Context: an optimization exercise on an open-source flow, tuned for small area. The choices shown serve that exercise and are no tape-out recipe. The RTL was checked by simulation tests, not by an equivalence proof against the original design. Power figures rest on the tool's default switching activity, not on a simulated workload.

### flow/config.mk
export PLATFORM = sky130hd
export DESIGN_NAME = cfg_top
export DESIGN_NICKNAME = cfg_top
export VERILOG_FILES = /design/flow/design.v
export SDC_FILE = /design/flow/constraint.sdc
export NUM_CORES = 4
export LEC_CHECK = 0
export CAP_MARGIN = 10
export CORE_MARGIN = 2
export CORE_UTILIZATION = 60
export GPL_TIMING_DRIVEN = 0
export PLACE_DENSITY = 0.75
export SLEW_MARGIN = 10
export SYNTH_HIERARCHICAL = 1
### flow/standard.sh
#!/bin/bash
# synth_recipe.tcl (not shown) runs the flow's synth.tcl, then flattens the netlist and writes it again
# the make line also repeats each setting of config.mk as NAME=value (left out here)
make -C /OpenROAD-flow-scripts/flow DESIGN_CONFIG=/design/flow/config.mk WORK_HOME=/design/flow/orfs CLKGATE_MAP_FILE= SYNTH_SCRIPT=/design/flow/synth_recipe.tcl "${@:-finish}"
### flow/constraint.sdc
create_clock -name core_clock -period 5.0 [get_ports {clk_pcie}]
set_input_delay 1.0000 -clock core_clock [delete_from_list [all_inputs] [get_ports {clk_pcie}]]
set_output_delay 1.0000 -clock core_clock [all_outputs]
set_load 0.01 [all_outputs]
### flow/design.v
package cfg_pkg;
    typedef logic [63:0] cmd_word_t;     
    typedef logic [31:0] rsp_word_t;     
    typedef logic [15:0] reg_addr_t;     
    typedef logic [15:0] half_t;
    typedef logic [31:0] dword_t;
    typedef logic [9:0]  dwaddr_t;
    typedef logic [3:0]  byte_en_t;
    typedef logic [31:0] period_t;
    localparam int RO_BITS   = 160;
    localparam int RW_BITS   = 160;
    localparam int REG_BYTES = RO_BITS / 8;
    localparam int RO_OFS_MAGIC    = 'h0;
    localparam int RO_OFS_BUSY     = 'h2;
    localparam int RO_OFS_COUNT    = 'h4;
    localparam int RO_OFS_RESULT   = 'h8;
    localparam int RO_OFS_RES_ADDR = 'hc;
    localparam int RO_OFS_PCIE_ID  = 'he;
    localparam int RO_OFS_ZERO     = 'h10;
    localparam int RW_OFS_MAGIC  = 'h0;
    localparam int RW_OFS_CTRL   = 'h2;
    localparam int RW_OFS_COUNT  = 'h4;
    localparam int RW_OFS_DATA   = 'h8;
    localparam int RW_OFS_ADDR   = 'hc;
    localparam int RW_OFS_PERIOD = 'h10;
    localparam half_t RO_MAGIC = 16'h2301;
    localparam half_t RW_MAGIC = 16'h6745;
    localparam dwaddr_t CLEAR_DWADDR = 10'd1;
    localparam dword_t  CLEAR_DATA   = 32'hff000105;
    typedef enum logic [1:0] {
        ARB_IDLE,
        ARB_HOST,
        ARB_TIMER
    } arb_state_t;
endpackage
`timescale 1ns/100ps
module cfg_top #(
    parameter cfg_pkg::period_t CLEAR_PERIOD_RESET = 62500
) (
    input  logic                clk_pcie,
    input  logic                rst,
    input  logic                i_cmd_valid,
    output logic                o_cmd_ready,
    input  cfg_pkg::cmd_word_t  i_cmd_data,
    output logic                o_rsp_valid,
    input  logic                i_rsp_ready,
    output cfg_pkg::rsp_word_t  o_rsp_data,
    input  logic [15:0]         i_pcie_id,
    output logic                o_cfg_mgmt_rd_en,
    output logic                o_cfg_mgmt_wr_en,
    output cfg_pkg::dwaddr_t    o_cfg_mgmt_dwaddr,
    output cfg_pkg::dword_t     o_cfg_mgmt_di,
    output cfg_pkg::byte_en_t   o_cfg_mgmt_byte_en,
    output logic                o_cfg_mgmt_wr_readonly,
    output logic                o_cfg_mgmt_wr_rw1c_as_rw,
    input  cfg_pkg::dword_t     i_cfg_mgmt_do,
    input  logic                i_cfg_mgmt_rd_wr_done
);
    localparam int NB = cfg_pkg::REG_BYTES;      
    localparam logic [159:0] RW_RESET = {CLEAR_PERIOD_RESET,             
                                         16'h0000, 16'hf000,             
                                         32'h0,                          
                                         32'(cfg_pkg::REG_BYTES),        
                                         16'h0018,                       
                                         cfg_pkg::RW_MAGIC};             
    logic [159:0] rw_q;
    logic rd_en_q, wr_en_q, result_valid_q;
    logic busy;
    logic host_req, host_ready, timer_ready;
    logic tmr_req_q;
    logic [1:0] tmr_be_q;        
    logic [31:0] cnt_n_q;
    cfg_pkg::dword_t   result_data_q;
    cfg_pkg::dwaddr_t  result_dwaddr_q;
    cfg_pkg::byte_en_t result_be_q;
    logic [15:0] cmd_addr;
    logic [14:0] ofs;
    logic [7:0]  val_lo, val_hi, msk_lo, msk_hi;
    logic        fire, cmd_read, cmd_write;
    assign cmd_addr = i_cmd_data[31:16];
    assign ofs      = cmd_addr[14:0];
    assign val_lo   = i_cmd_data[63:56];
    assign val_hi   = i_cmd_data[55:48];
    assign msk_lo   = i_cmd_data[47:40];
    assign msk_hi   = i_cmd_data[39:32];
    assign busy = rd_en_q | wr_en_q;
    assign o_cmd_ready = ~(o_rsp_valid & ~i_rsp_ready) &
                         ~(rw_q[18] & (rw_q[16] | rw_q[17] | busy));
    assign fire      = i_cmd_valid & o_cmd_ready;
    assign cmd_read  = fire & i_cmd_data[12];
    assign cmd_write = fire & i_cmd_data[13] & cmd_addr[15];
    logic [7:0] d_ev, d_od, nm_ev, nm_od;
    logic [7:0] d0_ev, d1_ev, d0_od, d1_od;     
    logic [9:0] sel_ev, sel_od;                  
    logic [NB-1:0] nbsel;
    logic [159:0] wen, wen_w, wdat;
    always_comb begin
        for (int m = 0; m < NB / 2; m++) begin
            sel_ev[m] = (ofs == 15'(2 * m)) | (m > 0 && ofs == 15'(2 * m - 1));
            sel_od[m] = (ofs == 15'(2 * m)) | (ofs == 15'(2 * m + 1));
        end
    end
    assign d_ev  = ofs[0] ? val_hi : val_lo;
    assign d_od  = ofs[0] ? val_lo : val_hi;
    assign d0_ev = d_ev & {8{~rst}};
    assign d1_ev = d_ev | {8{rst}};
    assign d0_od = d_od & {8{~rst}};
    assign d1_od = d_od | {8{rst}};
    assign nm_ev = ~((ofs[0] ? msk_hi : msk_lo) | {8{rst}});
    assign nm_od = ~((ofs[0] ? msk_lo : msk_hi) | {8{rst}});
    for (genvar b = 0; b < NB; b++) begin : g_wbyte
        if (b % 2 == 0) begin : g_ev
            assign nbsel[b] = ~(rst | (cmd_write & sel_ev[b / 2]));
        end else begin : g_od
            assign nbsel[b] = ~(rst | (cmd_write & sel_od[b / 2]));
        end
        for (genvar k = 0; k < 8; k++) begin : g_wbit
            cfg_nor2 u_en (.a(nbsel[b]), .b((b % 2 == 0) ? nm_ev[k] : nm_od[k]), .y(wen_w[8 * b + k]));
            if (RW_RESET[8 * b + k]) begin : g_r1
                assign wdat[8 * b + k] = (b % 2 == 0) ? d1_ev[k] : d1_od[k];
            end else begin : g_r0
                assign wdat[8 * b + k] = (b % 2 == 0) ? d0_ev[k] : d0_od[k];
            end
        end
    end
    always_comb begin
        wen = wen_w;
        wen[16] = wen_w[16] | (host_ready & rw_q[16]);
        wen[17] = wen_w[17] | (host_ready & ~rw_q[16]);
    end
    always_ff @(posedge clk_pcie) begin
        for (int i = 0; i < 160; i++) begin
            if (wen[i]) rw_q[i] <= wdat[i] & (i != 16 && i != 17 || wen_w[i]);
        end
    end
    logic [7:0]   rd_ev, rd_od, rd_lo, rd_hi;
    logic [9:0] sw_ev, sw_od, so_ev, so_od;
    assign sw_ev = sel_ev & {10{cmd_addr[15]}};
    assign sw_od = sel_od & {10{cmd_addr[15]}};
    assign so_ev = sel_ev & {10{~cmd_addr[15]}};
    assign so_od = sel_od & {10{~cmd_addr[15]}};
    logic g_ev0_0, g_ev0_1, g_ev0_2, g_ev0_3, g_ev0_4;
    cfg_aoi222 u_g_ev0_0 (.a1(sw_ev[0]), .a2(rw_q[0]), .b1(sw_ev[1]), .b2(rw_q[16]), .c1(so_ev[1]), .c2(rd_en_q), .y(g_ev0_0));
    cfg_aoi222 u_g_ev0_1 (.a1(sw_ev[2]), .a2(rw_q[32]), .b1(sw_ev[3]), .b2(rw_q[48]), .c1(sw_ev[4]), .c2(rw_q[64]), .y(g_ev0_1));
    cfg_aoi222 u_g_ev0_2 (.a1(so_ev[4]), .a2(result_data_q[0]), .b1(sw_ev[5]), .b2(rw_q[80]), .c1(so_ev[5]), .c2(result_data_q[16]), .y(g_ev0_2));
    cfg_aoi222 u_g_ev0_3 (.a1(sw_ev[6]), .a2(rw_q[96]), .b1(so_ev[6]), .b2(result_dwaddr_q[0]), .c1(sw_ev[7]), .c2(rw_q[112]), .y(g_ev0_3));
    cfg_aoi222 u_g_ev0_4 (.a1(so_ev[7]), .a2(i_pcie_id[0]), .b1(sw_ev[8]), .b2(rw_q[128]), .c1(sw_ev[9]), .c2(rw_q[144]), .y(g_ev0_4));
    assign rd_ev[0] = ~g_ev0_0 | ~g_ev0_1 | ~g_ev0_2 | ~g_ev0_3 | ~g_ev0_4 | so_ev[0];
    logic g_ev1_0, g_ev1_1, g_ev1_2, g_ev1_3, g_ev1_4;
    cfg_aoi222 u_g_ev1_0 (.a1(sw_ev[0]), .a2(rw_q[1]), .b1(sw_ev[1]), .b2(rw_q[17]), .c1(so_ev[1]), .c2(wr_en_q), .y(g_ev1_0));
    cfg_aoi222 u_g_ev1_1 (.a1(sw_ev[2]), .a2(rw_q[33]), .b1(sw_ev[3]), .b2(rw_q[49]), .c1(sw_ev[4]), .c2(rw_q[65]), .y(g_ev1_1));
    cfg_aoi222 u_g_ev1_2 (.a1(so_ev[4]), .a2(result_data_q[1]), .b1(sw_ev[5]), .b2(rw_q[81]), .c1(so_ev[5]), .c2(result_data_q[17]), .y(g_ev1_2));
    cfg_aoi222 u_g_ev1_3 (.a1(sw_ev[6]), .a2(rw_q[97]), .b1(so_ev[6]), .b2(result_dwaddr_q[1]), .c1(sw_ev[7]), .c2(rw_q[113]), .y(g_ev1_3));
    cfg_aoi222 u_g_ev1_4 (.a1(so_ev[7]), .a2(i_pcie_id[1]), .b1(sw_ev[8]), .b2(rw_q[129]), .c1(sw_ev[9]), .c2(rw_q[145]), .y(g_ev1_4));
    assign rd_ev[1] = ~g_ev1_0 | ~g_ev1_1 | ~g_ev1_2 | ~g_ev1_3 | ~g_ev1_4;
    logic g_ev2_0, g_ev2_1, g_ev2_2, g_ev2_3, g_ev2_4, g_ev2_5;
    cfg_aoi222 u_g_ev2_0 (.a1(sw_ev[0]), .a2(rw_q[2]), .b1(sw_ev[1]), .b2(rw_q[18]), .c1(sw_ev[2]), .c2(rw_q[34]), .y(g_ev2_0));
    cfg_aoi222 u_g_ev2_1 (.a1(sw_ev[3]), .a2(rw_q[50]), .b1(sw_ev[4]), .b2(rw_q[66]), .c1(so_ev[4]), .c2(result_data_q[2]), .y(g_ev2_1));
    cfg_aoi222 u_g_ev2_2 (.a1(sw_ev[5]), .a2(rw_q[82]), .b1(so_ev[5]), .b2(result_data_q[18]), .c1(sw_ev[6]), .c2(rw_q[98]), .y(g_ev2_2));
    cfg_aoi222 u_g_ev2_3 (.a1(so_ev[6]), .a2(result_dwaddr_q[2]), .b1(sw_ev[7]), .b2(rw_q[114]), .c1(so_ev[7]), .c2(i_pcie_id[2]), .y(g_ev2_3));
    cfg_nand2 u_g_ev2_4 (.a(sw_ev[8]), .b(rw_q[130]), .y(g_ev2_4));
    cfg_nand2 u_g_ev2_5 (.a(sw_ev[9]), .b(rw_q[146]), .y(g_ev2_5));
    assign rd_ev[2] = ~g_ev2_0 | ~g_ev2_1 | ~g_ev2_2 | ~g_ev2_3 | ~g_ev2_4 | ~g_ev2_5 | so_ev[2];
    logic g_ev3_0, g_ev3_1, g_ev3_2, g_ev3_3, g_ev3_4, g_ev3_5;
    cfg_aoi222 u_g_ev3_0 (.a1(sw_ev[0]), .a2(rw_q[3]), .b1(sw_ev[1]), .b2(rw_q[19]), .c1(sw_ev[2]), .c2(rw_q[35]), .y(g_ev3_0));
    cfg_aoi222 u_g_ev3_1 (.a1(sw_ev[3]), .a2(rw_q[51]), .b1(sw_ev[4]), .b2(rw_q[67]), .c1(so_ev[4]), .c2(result_data_q[3]), .y(g_ev3_1));
    cfg_aoi222 u_g_ev3_2 (.a1(sw_ev[5]), .a2(rw_q[83]), .b1(so_ev[5]), .b2(result_data_q[19]), .c1(sw_ev[6]), .c2(rw_q[99]), .y(g_ev3_2));
    cfg_aoi222 u_g_ev3_3 (.a1(so_ev[6]), .a2(result_dwaddr_q[3]), .b1(sw_ev[7]), .b2(rw_q[115]), .c1(so_ev[7]), .c2(i_pcie_id[3]), .y(g_ev3_3));
    cfg_nand2 u_g_ev3_4 (.a(sw_ev[8]), .b(rw_q[131]), .y(g_ev3_4));
    cfg_nand2 u_g_ev3_5 (.a(sw_ev[9]), .b(rw_q[147]), .y(g_ev3_5));
    assign rd_ev[3] = ~g_ev3_0 | ~g_ev3_1 | ~g_ev3_2 | ~g_ev3_3 | ~g_ev3_4 | ~g_ev3_5;
    logic g_ev4_0, g_ev4_1, g_ev4_2, g_ev4_3, g_ev4_4, g_ev4_5;
    cfg_aoi222 u_g_ev4_0 (.a1(sw_ev[0]), .a2(rw_q[4]), .b1(sw_ev[1]), .b2(rw_q[20]), .c1(sw_ev[2]), .c2(rw_q[36]), .y(g_ev4_0));
    cfg_aoi222 u_g_ev4_1 (.a1(sw_ev[3]), .a2(rw_q[52]), .b1(sw_ev[4]), .b2(rw_q[68]), .c1(so_ev[4]), .c2(result_data_q[4]), .y(g_ev4_1));
    cfg_aoi222 u_g_ev4_2 (.a1(sw_ev[5]), .a2(rw_q[84]), .b1(so_ev[5]), .b2(result_data_q[20]), .c1(sw_ev[6]), .c2(rw_q[100]), .y(g_ev4_2));
    cfg_aoi222 u_g_ev4_3 (.a1(so_ev[6]), .a2(result_dwaddr_q[4]), .b1(sw_ev[7]), .b2(rw_q[116]), .c1(so_ev[7]), .c2(i_pcie_id[4]), .y(g_ev4_3));
    cfg_nand2 u_g_ev4_4 (.a(sw_ev[8]), .b(rw_q[132]), .y(g_ev4_4));
    cfg_nand2 u_g_ev4_5 (.a(sw_ev[9]), .b(rw_q[148]), .y(g_ev4_5));
    assign rd_ev[4] = ~g_ev4_0 | ~g_ev4_1 | ~g_ev4_2 | ~g_ev4_3 | ~g_ev4_4 | ~g_ev4_5 | so_ev[2];
    logic g_ev5_0, g_ev5_1, g_ev5_2, g_ev5_3, g_ev5_4, g_ev5_5;
    cfg_aoi222 u_g_ev5_0 (.a1(sw_ev[0]), .a2(rw_q[5]), .b1(sw_ev[1]), .b2(rw_q[21]), .c1(sw_ev[2]), .c2(rw_q[37]), .y(g_ev5_0));
    cfg_aoi222 u_g_ev5_1 (.a1(sw_ev[3]), .a2(rw_q[53]), .b1(sw_ev[4]), .b2(rw_q[69]), .c1(so_ev[4]), .c2(result_data_q[5]), .y(g_ev5_1));
    cfg_aoi222 u_g_ev5_2 (.a1(sw_ev[5]), .a2(rw_q[85]), .b1(so_ev[5]), .b2(result_data_q[21]), .c1(sw_ev[6]), .c2(rw_q[101]), .y(g_ev5_2));
    cfg_aoi222 u_g_ev5_3 (.a1(so_ev[6]), .a2(result_dwaddr_q[5]), .b1(sw_ev[7]), .b2(rw_q[117]), .c1(so_ev[7]), .c2(i_pcie_id[5]), .y(g_ev5_3));
    cfg_nand2 u_g_ev5_4 (.a(sw_ev[8]), .b(rw_q[133]), .y(g_ev5_4));
    cfg_nand2 u_g_ev5_5 (.a(sw_ev[9]), .b(rw_q[149]), .y(g_ev5_5));
    assign rd_ev[5] = ~g_ev5_0 | ~g_ev5_1 | ~g_ev5_2 | ~g_ev5_3 | ~g_ev5_4 | ~g_ev5_5;
    logic g_ev6_0, g_ev6_1, g_ev6_2, g_ev6_3, g_ev6_4, g_ev6_5;
    cfg_aoi222 u_g_ev6_0 (.a1(sw_ev[0]), .a2(rw_q[6]), .b1(sw_ev[1]), .b2(rw_q[22]), .c1(sw_ev[2]), .c2(rw_q[38]), .y(g_ev6_0));
    cfg_aoi222 u_g_ev6_1 (.a1(sw_ev[3]), .a2(rw_q[54]), .b1(sw_ev[4]), .b2(rw_q[70]), .c1(so_ev[4]), .c2(result_data_q[6]), .y(g_ev6_1));
    cfg_aoi222 u_g_ev6_2 (.a1(sw_ev[5]), .a2(rw_q[86]), .b1(so_ev[5]), .b2(result_data_q[22]), .c1(sw_ev[6]), .c2(rw_q[102]), .y(g_ev6_2));
    cfg_aoi222 u_g_ev6_3 (.a1(so_ev[6]), .a2(result_dwaddr_q[6]), .b1(sw_ev[7]), .b2(rw_q[118]), .c1(so_ev[7]), .c2(i_pcie_id[6]), .y(g_ev6_3));
    cfg_nand2 u_g_ev6_4 (.a(sw_ev[8]), .b(rw_q[134]), .y(g_ev6_4));
    cfg_nand2 u_g_ev6_5 (.a(sw_ev[9]), .b(rw_q[150]), .y(g_ev6_5));
    assign rd_ev[6] = ~g_ev6_0 | ~g_ev6_1 | ~g_ev6_2 | ~g_ev6_3 | ~g_ev6_4 | ~g_ev6_5;
    logic g_ev7_0, g_ev7_1, g_ev7_2, g_ev7_3, g_ev7_4, g_ev7_5;
    cfg_aoi222 u_g_ev7_0 (.a1(sw_ev[0]), .a2(rw_q[7]), .b1(sw_ev[1]), .b2(rw_q[23]), .c1(sw_ev[2]), .c2(rw_q[39]), .y(g_ev7_0));
    cfg_aoi222 u_g_ev7_1 (.a1(sw_ev[3]), .a2(rw_q[55]), .b1(sw_ev[4]), .b2(rw_q[71]), .c1(so_ev[4]), .c2(result_data_q[7]), .y(g_ev7_1));
    cfg_aoi222 u_g_ev7_2 (.a1(sw_ev[5]), .a2(rw_q[87]), .b1(so_ev[5]), .b2(result_data_q[23]), .c1(sw_ev[6]), .c2(rw_q[103]), .y(g_ev7_2));
    cfg_aoi222 u_g_ev7_3 (.a1(so_ev[6]), .a2(result_dwaddr_q[7]), .b1(sw_ev[7]), .b2(rw_q[119]), .c1(so_ev[7]), .c2(i_pcie_id[7]), .y(g_ev7_3));
    cfg_nand2 u_g_ev7_4 (.a(sw_ev[8]), .b(rw_q[135]), .y(g_ev7_4));
    cfg_nand2 u_g_ev7_5 (.a(sw_ev[9]), .b(rw_q[151]), .y(g_ev7_5));
    assign rd_ev[7] = ~g_ev7_0 | ~g_ev7_1 | ~g_ev7_2 | ~g_ev7_3 | ~g_ev7_4 | ~g_ev7_5;
    logic g_od0_0, g_od0_1, g_od0_2, g_od0_3, g_od0_4, g_od0_5;
    cfg_aoi222 u_g_od0_0 (.a1(sw_od[0]), .a2(rw_q[8]), .b1(sw_od[1]), .b2(rw_q[24]), .c1(sw_od[2]), .c2(rw_q[40]), .y(g_od0_0));
    cfg_aoi222 u_g_od0_1 (.a1(sw_od[3]), .a2(rw_q[56]), .b1(sw_od[4]), .b2(rw_q[72]), .c1(so_od[4]), .c2(result_data_q[8]), .y(g_od0_1));
    cfg_aoi222 u_g_od0_2 (.a1(sw_od[5]), .a2(rw_q[88]), .b1(so_od[5]), .b2(result_data_q[24]), .c1(sw_od[6]), .c2(rw_q[104]), .y(g_od0_2));
    cfg_aoi222 u_g_od0_3 (.a1(so_od[6]), .a2(result_dwaddr_q[8]), .b1(sw_od[7]), .b2(rw_q[120]), .c1(so_od[7]), .c2(i_pcie_id[8]), .y(g_od0_3));
    cfg_nand2 u_g_od0_4 (.a(sw_od[8]), .b(rw_q[136]), .y(g_od0_4));
    cfg_nand2 u_g_od0_5 (.a(sw_od[9]), .b(rw_q[152]), .y(g_od0_5));
    assign rd_od[0] = ~g_od0_0 | ~g_od0_1 | ~g_od0_2 | ~g_od0_3 | ~g_od0_4 | ~g_od0_5 | so_od[0];
    logic g_od1_0, g_od1_1, g_od1_2, g_od1_3, g_od1_4, g_od1_5;
    cfg_aoi222 u_g_od1_0 (.a1(sw_od[0]), .a2(rw_q[9]), .b1(sw_od[1]), .b2(rw_q[25]), .c1(sw_od[2]), .c2(rw_q[41]), .y(g_od1_0));
    cfg_aoi222 u_g_od1_1 (.a1(sw_od[3]), .a2(rw_q[57]), .b1(sw_od[4]), .b2(rw_q[73]), .c1(so_od[4]), .c2(result_data_q[9]), .y(g_od1_1));
    cfg_aoi222 u_g_od1_2 (.a1(sw_od[5]), .a2(rw_q[89]), .b1(so_od[5]), .b2(result_data_q[25]), .c1(sw_od[6]), .c2(rw_q[105]), .y(g_od1_2));
    cfg_aoi222 u_g_od1_3 (.a1(so_od[6]), .a2(result_dwaddr_q[9]), .b1(sw_od[7]), .b2(rw_q[121]), .c1(so_od[7]), .c2(i_pcie_id[9]), .y(g_od1_3));
    cfg_nand2 u_g_od1_4 (.a(sw_od[8]), .b(rw_q[137]), .y(g_od1_4));
    cfg_nand2 u_g_od1_5 (.a(sw_od[9]), .b(rw_q[153]), .y(g_od1_5));
    assign rd_od[1] = ~g_od1_0 | ~g_od1_1 | ~g_od1_2 | ~g_od1_3 | ~g_od1_4 | ~g_od1_5 | so_od[0];
    logic g_od2_0, g_od2_1, g_od2_2, g_od2_3, g_od2_4;
    cfg_aoi222 u_g_od2_0 (.a1(sw_od[0]), .a2(rw_q[10]), .b1(sw_od[1]), .b2(rw_q[26]), .c1(sw_od[2]), .c2(rw_q[42]), .y(g_od2_0));
    cfg_aoi222 u_g_od2_1 (.a1(sw_od[3]), .a2(rw_q[58]), .b1(sw_od[4]), .b2(rw_q[74]), .c1(so_od[4]), .c2(result_data_q[10]), .y(g_od2_1));
    cfg_aoi222 u_g_od2_2 (.a1(sw_od[5]), .a2(rw_q[90]), .b1(so_od[5]), .b2(result_data_q[26]), .c1(sw_od[6]), .c2(rw_q[106]), .y(g_od2_2));
    cfg_aoi222 u_g_od2_3 (.a1(sw_od[7]), .a2(rw_q[122]), .b1(so_od[7]), .b2(i_pcie_id[10]), .c1(sw_od[8]), .c2(rw_q[138]), .y(g_od2_3));
    cfg_nand2 u_g_od2_4 (.a(sw_od[9]), .b(rw_q[154]), .y(g_od2_4));
    assign rd_od[2] = ~g_od2_0 | ~g_od2_1 | ~g_od2_2 | ~g_od2_3 | ~g_od2_4;
    logic g_od3_0, g_od3_1, g_od3_2, g_od3_3, g_od3_4, g_od3_5;
    cfg_aoi222 u_g_od3_0 (.a1(sw_od[0]), .a2(rw_q[11]), .b1(sw_od[1]), .b2(rw_q[27]), .c1(sw_od[2]), .c2(rw_q[43]), .y(g_od3_0));
    cfg_aoi222 u_g_od3_1 (.a1(sw_od[3]), .a2(rw_q[59]), .b1(sw_od[4]), .b2(rw_q[75]), .c1(so_od[4]), .c2(result_data_q[11]), .y(g_od3_1));
    cfg_aoi222 u_g_od3_2 (.a1(sw_od[5]), .a2(rw_q[91]), .b1(so_od[5]), .b2(result_data_q[27]), .c1(sw_od[6]), .c2(rw_q[107]), .y(g_od3_2));
    cfg_aoi222 u_g_od3_3 (.a1(so_od[6]), .a2(result_valid_q), .b1(sw_od[7]), .b2(rw_q[123]), .c1(so_od[7]), .c2(i_pcie_id[11]), .y(g_od3_3));
    cfg_nand2 u_g_od3_4 (.a(sw_od[8]), .b(rw_q[139]), .y(g_od3_4));
    cfg_nand2 u_g_od3_5 (.a(sw_od[9]), .b(rw_q[155]), .y(g_od3_5));
    assign rd_od[3] = ~g_od3_0 | ~g_od3_1 | ~g_od3_2 | ~g_od3_3 | ~g_od3_4 | ~g_od3_5;
    logic g_od4_0, g_od4_1, g_od4_2, g_od4_3, g_od4_4, g_od4_5;
    cfg_aoi222 u_g_od4_0 (.a1(sw_od[0]), .a2(rw_q[12]), .b1(sw_od[1]), .b2(rw_q[28]), .c1(sw_od[2]), .c2(rw_q[44]), .y(g_od4_0));
    cfg_aoi222 u_g_od4_1 (.a1(sw_od[3]), .a2(rw_q[60]), .b1(sw_od[4]), .b2(rw_q[76]), .c1(so_od[4]), .c2(result_data_q[12]), .y(g_od4_1));
    cfg_aoi222 u_g_od4_2 (.a1(sw_od[5]), .a2(rw_q[92]), .b1(so_od[5]), .b2(result_data_q[28]), .c1(sw_od[6]), .c2(rw_q[108]), .y(g_od4_2));
    cfg_aoi222 u_g_od4_3 (.a1(so_od[6]), .a2(result_be_q[0]), .b1(sw_od[7]), .b2(rw_q[124]), .c1(so_od[7]), .c2(i_pcie_id[12]), .y(g_od4_3));
    cfg_nand2 u_g_od4_4 (.a(sw_od[8]), .b(rw_q[140]), .y(g_od4_4));
    cfg_nand2 u_g_od4_5 (.a(sw_od[9]), .b(rw_q[156]), .y(g_od4_5));
    assign rd_od[4] = ~g_od4_0 | ~g_od4_1 | ~g_od4_2 | ~g_od4_3 | ~g_od4_4 | ~g_od4_5;
    logic g_od5_0, g_od5_1, g_od5_2, g_od5_3, g_od5_4, g_od5_5;
    cfg_aoi222 u_g_od5_0 (.a1(sw_od[0]), .a2(rw_q[13]), .b1(sw_od[1]), .b2(rw_q[29]), .c1(sw_od[2]), .c2(rw_q[45]), .y(g_od5_0));
    cfg_aoi222 u_g_od5_1 (.a1(sw_od[3]), .a2(rw_q[61]), .b1(sw_od[4]), .b2(rw_q[77]), .c1(so_od[4]), .c2(result_data_q[13]), .y(g_od5_1));
    cfg_aoi222 u_g_od5_2 (.a1(sw_od[5]), .a2(rw_q[93]), .b1(so_od[5]), .b2(result_data_q[29]), .c1(sw_od[6]), .c2(rw_q[109]), .y(g_od5_2));
    cfg_aoi222 u_g_od5_3 (.a1(so_od[6]), .a2(result_be_q[1]), .b1(sw_od[7]), .b2(rw_q[125]), .c1(so_od[7]), .c2(i_pcie_id[13]), .y(g_od5_3));
    cfg_nand2 u_g_od5_4 (.a(sw_od[8]), .b(rw_q[141]), .y(g_od5_4));
    cfg_nand2 u_g_od5_5 (.a(sw_od[9]), .b(rw_q[157]), .y(g_od5_5));
    assign rd_od[5] = ~g_od5_0 | ~g_od5_1 | ~g_od5_2 | ~g_od5_3 | ~g_od5_4 | ~g_od5_5 | so_od[0];
    logic g_od6_0, g_od6_1, g_od6_2, g_od6_3, g_od6_4, g_od6_5;
    cfg_aoi222 u_g_od6_0 (.a1(sw_od[0]), .a2(rw_q[14]), .b1(sw_od[1]), .b2(rw_q[30]), .c1(sw_od[2]), .c2(rw_q[46]), .y(g_od6_0));
    cfg_aoi222 u_g_od6_1 (.a1(sw_od[3]), .a2(rw_q[62]), .b1(sw_od[4]), .b2(rw_q[78]), .c1(so_od[4]), .c2(result_data_q[14]), .y(g_od6_1));
    cfg_aoi222 u_g_od6_2 (.a1(sw_od[5]), .a2(rw_q[94]), .b1(so_od[5]), .b2(result_data_q[30]), .c1(sw_od[6]), .c2(rw_q[110]), .y(g_od6_2));
    cfg_aoi222 u_g_od6_3 (.a1(so_od[6]), .a2(result_be_q[2]), .b1(sw_od[7]), .b2(rw_q[126]), .c1(so_od[7]), .c2(i_pcie_id[14]), .y(g_od6_3));
    cfg_nand2 u_g_od6_4 (.a(sw_od[8]), .b(rw_q[142]), .y(g_od6_4));
    cfg_nand2 u_g_od6_5 (.a(sw_od[9]), .b(rw_q[158]), .y(g_od6_5));
    assign rd_od[6] = ~g_od6_0 | ~g_od6_1 | ~g_od6_2 | ~g_od6_3 | ~g_od6_4 | ~g_od6_5;
    logic g_od7_0, g_od7_1, g_od7_2, g_od7_3, g_od7_4, g_od7_5;
    cfg_aoi222 u_g_od7_0 (.a1(sw_od[0]), .a2(rw_q[15]), .b1(sw_od[1]), .b2(rw_q[31]), .c1(sw_od[2]), .c2(rw_q[47]), .y(g_od7_0));
    cfg_aoi222 u_g_od7_1 (.a1(sw_od[3]), .a2(rw_q[63]), .b1(sw_od[4]), .b2(rw_q[79]), .c1(so_od[4]), .c2(result_data_q[15]), .y(g_od7_1));
    cfg_aoi222 u_g_od7_2 (.a1(sw_od[5]), .a2(rw_q[95]), .b1(so_od[5]), .b2(result_data_q[31]), .c1(sw_od[6]), .c2(rw_q[111]), .y(g_od7_2));
    cfg_aoi222 u_g_od7_3 (.a1(so_od[6]), .a2(result_be_q[3]), .b1(sw_od[7]), .b2(rw_q[127]), .c1(so_od[7]), .c2(i_pcie_id[15]), .y(g_od7_3));
    cfg_nand2 u_g_od7_4 (.a(sw_od[8]), .b(rw_q[143]), .y(g_od7_4));
    cfg_nand2 u_g_od7_5 (.a(sw_od[9]), .b(rw_q[159]), .y(g_od7_5));
    assign rd_od[7] = ~g_od7_0 | ~g_od7_1 | ~g_od7_2 | ~g_od7_3 | ~g_od7_4 | ~g_od7_5;
    assign rd_lo = ofs[0] ? rd_od : rd_ev;
    assign rd_hi = ofs[0] ? rd_ev : rd_od;
    always_ff @(posedge clk_pcie) begin
        if (rst) begin
            o_rsp_valid <= 1'b0;
        end else if (cmd_read) begin
            o_rsp_valid <= 1'b1;
        end else if (i_rsp_ready) begin
            o_rsp_valid <= 1'b0;
        end
    end
    always_ff @(posedge clk_pcie) begin
        if (cmd_read) begin
            o_rsp_data <= {cmd_addr, rd_lo, rd_hi};
        end
    end
    assign host_req    = rw_q[16] | rw_q[17];
    assign host_ready  = ~busy & host_req;                    
    assign timer_ready = ~busy & ~host_req & tmr_req_q;
    assign o_cfg_mgmt_rd_en = rd_en_q & ~i_cfg_mgmt_rd_wr_done;
    assign o_cfg_mgmt_wr_en = wr_en_q & ~i_cfg_mgmt_rd_wr_done;
    always_ff @(posedge clk_pcie) begin
        if (rst) begin
            rd_en_q        <= 1'b0;
            wr_en_q        <= 1'b0;
            result_valid_q <= 1'b0;
        end else if (busy) begin
            if (i_cfg_mgmt_rd_wr_done) begin
                rd_en_q        <= 1'b0;
                wr_en_q        <= 1'b0;
                result_valid_q <= 1'b1;
            end
        end else if (host_ready | timer_ready) begin
            rd_en_q        <= host_ready & rw_q[16];
            wr_en_q        <= ~(host_ready & rw_q[16]);
            result_valid_q <= 1'b0;
        end
    end
    always_ff @(posedge clk_pcie) begin
        if (host_ready) begin
            o_cfg_mgmt_dwaddr        <= rw_q[96 +: 10];
            o_cfg_mgmt_di            <= rw_q[64 +: 32];
            o_cfg_mgmt_byte_en       <= rw_q[108 +: 4];
            o_cfg_mgmt_wr_readonly   <= rw_q[106];
            o_cfg_mgmt_wr_rw1c_as_rw <= rw_q[107];
        end else if (timer_ready) begin
            o_cfg_mgmt_dwaddr        <= cfg_pkg::CLEAR_DWADDR;
            o_cfg_mgmt_di            <= cfg_pkg::CLEAR_DATA;
            o_cfg_mgmt_byte_en       <= {tmr_be_q[1], 1'b0, tmr_be_q[0], tmr_be_q[0]};
            o_cfg_mgmt_wr_readonly   <= 1'b0;
            o_cfg_mgmt_wr_rw1c_as_rw <= 1'b0;
        end
        if (busy && i_cfg_mgmt_rd_wr_done) begin
            result_data_q   <= i_cfg_mgmt_do;
            result_dwaddr_q <= o_cfg_mgmt_dwaddr;
            result_be_q     <= o_cfg_mgmt_byte_en;
        end
    end
    logic tmr_on, advance, expired;
    assign tmr_on  = rw_q[19] | rw_q[20];
    assign advance = tmr_on & ~fire & ~busy & ~tmr_req_q;
    logic        cnt_clr;
    logic [32:0] cnt_b;          
    logic [31:0] cnt_x;          
    logic [31:0] cnt_d;
    assign cnt_clr   = rst | ~tmr_on | tmr_req_q;
    assign cnt_b[0]  = ~advance;
    assign cnt_b[16] = ~advance | (|cnt_n_q[15:0]);
    for (genvar i = 0; i < 32; i++) begin : g_dec
        if (i % 2 == 0) begin : g_ev
            assign cnt_x[i] = ~(cnt_n_q[i] ^ cnt_b[i]);
            if (i != 15 && i != 31) begin : g_b
                cfg_nor2 u_b (.a(cnt_n_q[i]), .b(cnt_b[i]), .y(cnt_b[i + 1]));
            end
        end else begin : g_od
            assign cnt_x[i] = cnt_n_q[i] ^ cnt_b[i];
            if (i != 15 && i != 31) begin : g_b
                cfg_orn u_b (.a(cnt_n_q[i]), .b(cnt_b[i]), .y(cnt_b[i + 1]));
            end
        end
    end
    assign cnt_d = cnt_x | {32{cnt_clr}};
    always_ff @(posedge clk_pcie) begin
        cnt_n_q <= cnt_d;
    end
    logic [31:0] per;
    logic [31:0] cg, cp;         
    logic [32:0] cc;             
    logic        hi_gen, hi_prop;
    assign per = rw_q[128 +: 32];
    for (genvar i = 0; i < 32; i++) begin : g_cmp
        if (i == 0) begin : g_b0
            cfg_nor2 u_c (.a(per[i]), .b(cnt_n_q[i]), .y(cc[i + 1]));
        end else if (i == 16) begin : g_b16
            cfg_nand2 u_g (.a(per[i]), .b(cnt_n_q[i]), .y(cg[i]));
            cfg_nor2  u_p (.a(per[i]), .b(cnt_n_q[i]), .y(cp[i]));
            assign cc[i + 1] = cg[i];
        end else if (i % 2 == 0) begin : g_ev
            cfg_and2  u_g (.a(per[i]), .b(cnt_n_q[i]), .y(cg[i]));
            cfg_or2   u_p (.a(per[i]), .b(cnt_n_q[i]), .y(cp[i]));
            cfg_o21ai u_c (.a1(cg[i]), .a2(cc[i]), .b1(cp[i]), .y(cc[i + 1]));
        end else begin : g_od
            cfg_nand2 u_g (.a(per[i]), .b(cnt_n_q[i]), .y(cg[i]));
            cfg_nor2  u_p (.a(per[i]), .b(cnt_n_q[i]), .y(cp[i]));
            cfg_o21ai u_c (.a1(cp[i]), .a2(cc[i]), .b1(cg[i]), .y(cc[i + 1]));
        end
    end
    always_comb begin
        hi_prop = 1'b1;
        for (int i = 16; i < 32; i++) begin
            hi_prop = hi_prop & ((i % 2 == 0 && i != 16) ? (cp[i] & ~cg[i]) : (cg[i] & ~cp[i]));
        end
    end
    assign hi_gen  = cc[32];
    assign expired = ~(hi_gen | (hi_prop & cc[16]));
    always_ff @(posedge clk_pcie) begin
        if (rst) begin
            tmr_req_q <= 1'b0;
        end else if (advance && expired) begin
            tmr_req_q <= 1'b1;
        end else if (timer_ready) begin
            tmr_req_q <= 1'b0;
        end
    end
    always_ff @(posedge clk_pcie) begin
        if (advance && expired) begin
            tmr_be_q <= {rw_q[19], rw_q[20]};
        end
    end
endmodule
module cfg_aoi222 (
    input  logic a1, a2, b1, b2, c1, c2,
    output logic y
);
    assign y = ~((a1 & a2) | (b1 & b2) | (c1 & c2));
endmodule
module cfg_aoi22 (
    input  logic a1, a2, b1, b2,
    output logic y
);
    assign y = ~((a1 & a2) | (b1 & b2));
endmodule
module cfg_nand2 (
    input  logic a, b,
    output logic y
);
    assign y = ~(a & b);
endmodule
module cfg_ha (
    input  logic a, b,
    output logic s, co
);
    assign {co, s} = a + b;
endmodule
module cfg_ao22 (
    input  logic a1, a2, b1, b2,
    output logic y
);
    assign y = (a1 & a2) | (b1 & b2);
endmodule
module cfg_maj3 (
    input  logic a, b, c,
    output logic y
);
    assign y = (a & b) | (a & c) | (b & c);
endmodule
module cfg_nor2 (
    input  logic a, b,
    output logic y
);
    assign y = ~(a | b);
endmodule
module cfg_orn (
    input  logic a, b,
    output logic y
);
    assign y = a | ~b;
endmodule
module cfg_and2 (
    input  logic a, b,
    output logic y
);
    assign y = a & b;
endmodule
module cfg_or2 (
    input  logic a, b,
    output logic y
);
    assign y = a | b;
endmodule
module cfg_o21ai (
    input  logic a1, a2, b1,
    output logic y
);
    assign y = ~((a1 | a2) & b1);
endmodule
### flow/flow/run.sh
#!/bin/bash
# Standard layout, with the smallest buffer on every input and output port and a clock
# tree of few large leaf buffers without dummy loads.
set -euo pipefail
export BUFFER_PORTS_ARGS="-buffer_cell sky130_fd_sc_hd__buf_1"
export CTS_ARGS="-sink_clustering_enable -repair_clock_nets -dont_use_dummy_load -sink_clustering_size 30 -sink_clustering_max_diameter 80 -buf_list sky130_fd_sc_hd__clkbuf_16 -root_buf sky130_fd_sc_hd__clkbuf_4 -tree_buf sky130_fd_sc_hd__clkbuf_8"
bash standard.sh > standard_flow.log 2>&1
==> reports/results.tsv, run 1 <==
metric	value	unit
outcome	timing/DRC/antenna clean	
grt_pass1_vias	10100	
holdPathStages	1	
avgViaCountPerCell	6.37	
async_flop_share	0	%
ys_top_cells_by_area	edfxtp_1 62%, nor2_1 6.8%, dfxtp_1 5.3%	
rr_endpoint	tmr_be_q[0]	
dieHeight	157	um
drcViolationCount	0	
fin_crit	4.00	ns
die_w	157	um
crit_family	simple AND/OR/NAND/NOR gates	
synth-simple-area-share	19.7	%
fin_tns_setup	0	ns
drt_wl_total	41100	um
yosysSeqAreaShare	66.9	%
synth_cells	1154	
worstPathArrival	4.46	ns
r2r-start	cnt_n_q[1]	
grt_overflow	0	
dpl_cell_area	15300	um^2
core	22800	um^2
ant_nets	0	
clkSlewWorstSetupHoldPaths	0.11	ns
synth_seq_cells	325	
cts_buffers	15	
p_leak	5.14	nW
use_met1	44.6	%
ios	201	
synth.cell_area	14000	um^2
synth_xor_area_share	2.00	%
core.rowCount	55	
worstHoldStart	i_cfg_mgmt_do[16]	
dr.pass1.iters	7	
worst_path_max_delay_cell	nor3_1	
design_area	15600	um^2
r2r_slack	1.06	ns
drv_slew	0	
p_clk_share	23.0	%
p_comb_share	13.3	%
setup_viol	0	
max_slew.worst_pin.slew	1.43	ns
insertion_delay	0.71	ns
cts_setup_buffers	0	
crit_path_end_kind	flop	
postCtsHoldBufs	0	
p_seq_share	63.8	%
clock_sinks	325	
port_buffers	186	
rsz0062_at_grt	false	
layout-drive-gt1-share	4.26	%
cpPeakStageDelay	1.17	ns
cts_tree	yes	
slew_headroom	3.62	%
track_usage	33.2	%
hpwl	29900	um
gr-max-usage-layer	met2	
cts_resized	0	
cp-start-kind	primary input	
hold_viol	0	
synthAdderAreaFrac	0	%
path_cells	buf_1 -> nor4_4 -> and2_1 -> nand2_1 -> nor3_1 -> a222oi_1 -> and4_1 -> nand3_1 -> a21boi_0	
p_int	3.95	mW
ys_warn_count	7	
crit_buf_inv	1	
num_vias	10700	
drv_cap	0	
ir_worst_vdd	242	uV
synth_edf_count	288	
synth-compound-area-share	8.82	%
ys.flop_type	edfxtp_1	
dieArea	24600	um^2
grtUsageMet2	52.8	%
grt_first_pass_wirelength	59100	um
synth_top_cell_area_share	61.6	%
use_met3	9.91	%
fin_nets	1482	
fin_skew	0.0352	ns
gp_congestion	0.966	
clockBufferDepth	3	
area_growth	11.2	%
syn_nets	1271	
power_per_cell_area	345	nW/um^2
drt_iter0_markers	1563	
critical_path_class	primary input to flop	
synth_commonest_cells	288 x edfxtp_1, 254 x nor2_1, 127 x nand2_1	
synth.avg_cell_area	12.2	um^2
worstHoldPathType	primary input to flop	
synth_top_area_cell	edfxtp_1	
start_util	61.6	%
root_buffer	clkbuf_4	
wl_per_cell	24.5	um
n_fill_cell	1750	
p_sw_share	26.6	%
synth.most_common_cell	edfxtp_1	
reg2regPathDepth	20	
max_clock_freq	0.250	GHz
switchingPower	1.43	mW
crit_fanout	8	
synth_mux_area_share	1.57	%
min_to	result_data_q[16]	
synth_top_family_by_area	simple AND/OR/NAND/NOR gates	
yosysUniqueCellTypes	46	
antenna_found_initial	3	
grt_start_max_net_pins	51	
fin_crit_sh	80.0	%
finish.utilization	68.5	%
htreeDepth	1	
critPathRequiredTime	5.45	ns
[power by group through the flow]
stage	Clock [mW]	Combinational, mW	Sequential, mW
CTS	1.24	0.701	3.43
detailed placement	0	0.699	3.49
floorplan	0	0.329	3.50
global placement	0	0.668	3.49
global route	1.31	0.763	3.46
finish	1.24	0.714	3.43
[Yosys stat by module, one instance, submodules excluded, excerpt]
| module | flops+latches | area [um^2] |
|---|---|---|
| cfg_o21ai | 0 | 5.00 |
| cfg_and2 | 0 | 6.26 |
| cfg_or2 | 0 | 6.26 |
| cfg_nand2 | 0 | 3.75 |
| cfg_nor2 | 0 | 3.75 |
| cfg_orn | 0 | 6.26 |
| cfg_top | 325 | 12100 |
[sequential cells by signal (all words and copies together), names as in the netlist, 10 cells and up]
name               flops
result_dwaddr_q       10
o_cfg_mgmt_dwaddr     10
o_rsp_data            32
result_data_q         32
o_cfg_mgmt_di         32
cnt_n_q               32
rw_q                 160
[stage by stage]
| step | instances | hold WS, ns | setup slack, ns | power (mW) |
|---|---|---|---|---|
| 2_1_floorplan | 1154 | 0.451 | 1.09 | 3.83 |
| 3_3_place_gp | 1653 | 0.436 | 0.543 | 4.16 |
| 3_5_place_dp | 1661 | 0.435 | 0.487 | 4.19 |
| 4_1_cts | 1676 | 0.431 | 1.12 | 5.37 |
| 5_1_grt | 1677 | 0.428 | 0.648 | 5.53 |
| 6_report | 1677 | 0.440 | 0.998 | 5.39 |
[kinds of logic after synthesis]
logic type	count (synthesis)
xor gates and xnor gates	32
and+or+nand+nor	582
DFF	325
AOI/OAI and AO/OA	157
muxes	22
buffers and inverters	36
[layer usage]
metal / part of all wire [%] / up-vias
met5: 0 / -
met4: 3.1 / 0
met3: 14 / 86
met2: 46 / 749
met1: 37 / 5142
li1: - / 4710
[area by class of cell]
type | instances | area [um^2] | area share (%)
antenna | 1 | 2.50 | 0.0160
buffer | 30 | 119 | 0.762
clock buffer | 15 | 323 | 2.07
inverter | 6 | 22.5 | 0.144
multi-input combinational | 793 | 4600 | 29.5
sequential | 325 | 9390 | 60.2
tap | 313 | 392 | 2.51
timing repair buffer | 194 | 758 | 4.86
[layout by cell type (no fill, tap or decap), types with 6 or more instances in the layout]
cell type  Yosys  layout
nor4_1        12      11
nor3_1        10      10
o21ai_1       30      30
a21oi_1       24      24
and3_1        10       9
clkbuf_16      0      12
nand2_1      127     126
mux2i_1       22      22
nand3_1       12      12
a211oi_2       0      16
nor4bb_1       6       6
or2_1         14      14
and2_1        64      63
clkbuf_1      22      22
a222oi_1      66      66
nand4_1       14      14
or3_1         14      14
nor2_1       254     254
nand2b_1      16      16
xnor2_1       17      17
nor2b_1       12      12
buf_1          3     189
dfxtp_1       37      37
edfxtp_1     288     288
buf_4          0       8
a31oi_1        8       8
xor2_1        15      15
inv_1          6       6
[how the worst max path moves through the flow]
stage | start | depth (start not counted) | slack (ns) | end
6_report | i_cmd_data[26] | 9 | 1.0 | o_rsp_data[2]
5_1_grt | rd_en_q | 20 | 0.65 | cnt_n_q[31]
4_1_cts | rd_en_q | 20 | 1.12 | cnt_n_q[15]
3_5_place_dp | i_rsp_ready | 21 | 0.49 | cnt_n_q[15]
3_3_place_gp | i_rsp_ready | 21 | 0.54 | cnt_n_q[15]
2_1_floorplan | i_rsp_ready | 20 | 1.09 | cnt_n_q[15]
==> inputs of run 2 (changes only) <==
==> flow/flow/run.sh (replaced) <==
#!/bin/bash
# Standard layout (bash standard.sh, which runs ORFS with the standard flow's config), with these changes:
# - every input and output port gets the smallest buffer (buf_1);
# - synthesis buffers are removed before global placement (flow/pre_gpl.tcl);
# - the clock tree has a few large leaf buffers, small root and branch buffers, and no dummy
#   loads.
# ORFS writes each step's full log under orfs/logs/; make's own output goes to standard_flow.log.
set -euo pipefail
export BUFFER_PORTS_ARGS="-buffer_cell sky130_fd_sc_hd__buf_1"
export CTS_ARGS="-sink_clustering_enable -repair_clock_nets -dont_use_dummy_load -sink_clustering_size 30 -sink_clustering_max_diameter 80 -buf_list sky130_fd_sc_hd__clkbuf_16 -root_buf sky130_fd_sc_hd__clkbuf_2 -tree_buf sky130_fd_sc_hd__clkbuf_4"
export PRE_GLOBAL_PLACE_TCL="$PWD/flow/pre_gpl.tcl"
bash standard.sh > standard_flow.log 2>&1
==> flow/flow/pre_gpl.tcl (new file) <==
# Before global placement: drop the buffers synthesis inserted; the placement-stage repair
# buffers only the nets whose slew or capacitance needs it.
remove_buffers
==> reports/results.tsv, run 2 <==
metric	value	unit	change
crit_fanout	15		+7
worstHoldPathType	primary input to flop		
antenna_found_initial	1		-2
fin_nets	1456		-1.8%
holdPathStages	1		unchanged
syn_nets	1271		unchanged
p_comb_share	12.8	%	-0.5 points
layout-drive-gt1-share	4.71	%	+0.46 points
ys_top_cells_by_area	edfxtp_1 62%, nor2_1 6.8%, dfxtp_1 5.3%		
synth.avg_cell_area	12.2	um^2	unchanged
grt_first_pass_wirelength	57300	um	-2.9%
switchingPower	1.39	mW	-3.3%
yosysUniqueCellTypes	46		unchanged
synth_seq_cells	325		unchanged
fin_skew	0.0367	ns	+0.00150 ns
num_vias	10500		-1.9%
drv_cap	0		unchanged
p_seq_share	64.6	%	+0.8 points
p_clk_share	22.7	%	-0.3 points
ios	201		unchanged
async_flop_share	0	%	unchanged
p_leak	5.12	nW	-0.23%
avgViaCountPerCell	6.35		-0.31%
synth.most_common_cell	edfxtp_1		
synth_edf_count	288		unchanged
hold_slack	0.317	ns	-0.123 ns
synth.cell_area	14000	um^2	unchanged
p_sw_share	26.1	%	-0.57 points
grt_pass1_vias	9757		-3.1%
insertion_delay	0.84	ns	+0.13 ns
mostFrequentLayoutCell	edfxtp_1		
largest_reg_flops	160		unchanged
synthAdderAreaFrac	0	%	unchanged
cts_tree	yes		
r2r_slack	0.89	ns	-0.17 ns
root_buffer	clkbuf_2		
dr.pass1.iters	10		+3
postCtsHoldBufs	0		unchanged
power_per_cell_area	342	nW/um^2	-0.92%
htreeDepth	1		unchanged
gp_congestion	0.956		-1.1%
fin_crit_sh	82.3	%	+2.3 points
synth_top_area_cell	edfxtp_1		
start_util	61.6	%	unchanged
min_to	result_data_q[9]		
max_slew.worst_pin.slew	1.33	ns	-0.110 ns
p_int	3.93	mW	-0.43%
worstPathArrival	4.80	ns	+0.34 ns
cts_setup_buffers	0		unchanged
yosysSeqAreaShare	66.9	%	unchanged
ant_nets	0		unchanged
use_met1	46.0	%	+1.4 points
hpwl	28100	um	-6.0%
grtUsageMet2	51.8	%	-1.0 points
ir_worst_vdd	268	uV	+11%
synth-simple-area-share	19.7	%	unchanged
critPathRequiredTime	5.68	ns	+0.23 ns
fin_crit	4.11	ns	+0.113 ns
rsz0062_at_grt	false		
power	5.32	mW	-1.2%
critical_path_class	flop to flop		
finish.utilization	68.3	%	-0.19 points
ys.flop_type	edfxtp_1		
max_clock_freq	0.243	GHz	-2.8%
r2r-start	wr_en_q		
wl_per_cell	23.7	um	-3.4%
rr_endpoint	cnt_n_q[15]		
clock_sinks	325		unchanged
use_met3	4.76	%	-5.1 points
gr-max-usage-layer	met2		
synth_top_family_by_area	simple AND/OR/NAND/NOR gates		
ys_warn_count	7		unchanged
dieArea	24600	um^2	unchanged
drcViolationCount	0		unchanged
drt_wl_total	39100	um	-4.9%
track_usage	31.8	%	-1.4 points
core	22800	um^2	unchanged
grt_overflow	0		unchanged
hold_viol	0		unchanged
design_area	15600	um^2	-0.28%
synth_xor_area_share	2.00	%	unchanged
cts_resized	0		unchanged
n_fill_cell	1716		-1.9%
cp-start-kind	flop		
setup_viol	0		unchanged
cts_buffers	15		unchanged
final_cell_mix	288 x edfxtp_1, 251 x nor2_1, 184 x buf_1, 126 x nand2_1, 66 x a222oi_1		
outcome	timing/DRC/antenna clean		
drv_slew	0		unchanged
worstHoldStart	i_cfg_mgmt_do[9]		
synth-compound-area-share	8.82	%	unchanged
instances_no_fill	1651		-1.6%
reg2regPathDepth	20		unchanged
core.rowCount	55		unchanged
clockBufferDepth	3		unchanged
synth_commonest_cells	288 x edfxtp_1, 254 x nor2_1, 127 x nand2_1		
drt_iter0_markers	1692		+8.3%
dieHeight	157	um	unchanged
synth_top_cell_area_share	61.6	%	unchanged
area_growth	10.9	%	
slew_headroom	11.0	%	+7.4 points
dp_cells	1635		-1.6%
dpl_cell_area	15200	um^2	-0.20%
synth_cells	1154		unchanged
top_register	rw_q		
synth_mux_area_share	1.57	%	unchanged
clkSlewWorstSetupHoldPaths	0.12	ns	about the same
grt_start_max_net_pins	51		unchanged
port_buffers	186		unchanged
crit_path_end_kind	flop		
die_w	157	um	unchanged
[run 2: worst max path at each step]
stage	from	endpoint	slack [ns]	cells after the start
2_1_floorplan	i_rsp_ready	cnt_n_q[15]	1.09	20
3_3_place_gp	i_cmd_data[16]	rw_q[99]	-1.82	4
3_5_place_dp	i_rsp_ready	cnt_n_q[15]	0.45	21
4_1_cts	rd_en_q	cnt_n_q[15]	0.94	20
5_1_grt	rd_en_q	cnt_n_q[15]	0.52	20
6_report	wr_en_q	cnt_n_q[15]	0.89	20
[run 2: critical path, cell delays in order, from the launching register on]
cell	delay, ns
dfxtp_1	0.39
or2_2	0.51
a311oi_4	0.43
inv_1	0.16
nor2_1	0.20
nand2b_1	0.11
nor2_1	0.19
nand2b_1	0.11
nor2_1	0.20
nand2b_1	0.12
nor2_1	0.21
nand2b_1	0.13
nor2_1	0.18
nand2b_1	0.12
nor2_1	0.18
nand2b_1	0.11
nor2_1	0.18
nand2b_1	0.11
nor2_1	0.14
xnor2_1	0.12
nand2_1	0.06
[run 2: through the flow]
step | setup WS, ns | setup TNS, ns
floorplan | 1.09 | 0
global placement | -1.82 | -156.13
detailed placement | 0.449 | 0
CTS | 0.940 | 0
global route | 0.518 | 0
finish | 0.885 | 0
[run 2: power by group through the flow]
stage / logic, mW / clock network (mW) / registers, mW
final: 0.680 / 1.21 / 3.44
after floorplan: 0.329 / 0 / 3.50
after CTS: 0.675 / 1.21 / 3.43
after detailed placement: 0.674 / 0 / 3.49
after global routing: 0.735 / 1.28 / 3.46
after global placement: 0.632 / 0 / 3.50
[run 2: Yosys stat by module, one instance, submodules excluded]
module | cells | times used | area (um^2)
cfg_top | 778 | 1 | 12100
cfg_orn | 1 | 14 | 6.26
cfg_nor2 | 1 | 194 | 3.75
cfg_aoi222 | 1 | 66 | 10.0
cfg_and2 | 1 | 14 | 6.26
cfg_nand2 | 1 | 44 | 3.75
cfg_or2 | 1 | 14 | 6.26
cfg_o21ai | 1 | 30 | 5.00
[run 2: cells by family after synthesis]
logic type                after synthesis
and+or+nand+nor                       582
DFF                                   325
AOI/OAI and AO/OA                     157
buffers and inverters                  36
xor gates and xnor gates               32
muxes                                  22
[run 2: area by class of cell]
| type | instances | area (um^2) | share of cell area [%] |
|---|---|---|---|
| sequential | 325 | 9390 | 60.4 |
| antenna | 1 | 2.50 | 0.0161 |
| timing repair buffer | 198 | 823 | 5.29 |
| tap | 313 | 392 | 2.52 |
| multi-input combinational | 793 | 4610 | 29.7 |
| inverter | 6 | 22.5 | 0.145 |
| clock buffer | 15 | 315 | 2.03 |
[run 2: layer usage]
layer  share of wire [%]  wire length [um]
met5                   0                 0
met4                 1.7               660
met3                  12              4740
met2                  47             18600
met1                  39             15100

## re-timing with driven ports
How much do the figures lean on ideal ports? The routed layouts below were timed once more, with nothing changed but the port constraints.
Step 1, drivers: a clkbuf_16 drives clk_pcie and a buf_2 each remaining input, both assumed.
Step 2 moves the port delays by t, midway between the first and last clock arrival at a register: inputs arrive t later, outputs are due t later. That takes back most of the time a late clock gives input paths.
Three values: no drivers, after step 1, after step 2; two values: the first two.
| run | t, ns | setup slack, ns | worst hold slack (ns) | worst setup path after step 2 |
|---|---|---|---|---|
| run 1 | 0.740 | 0.998 / 1.017 / 0.276 | 0.440 / 0.420 / 0.452 | input to register |
| run 2 | 0.863 | 0.885 / 0.885 / 0.355 | 0.317 / 0.298 / 0.471 | input to register |
After both steps every run listed still meets setup and hold. For run 1, which loses most, drivers alone change the setup slack by +0.019 ns; drivers and shift together by -0.722 ns.
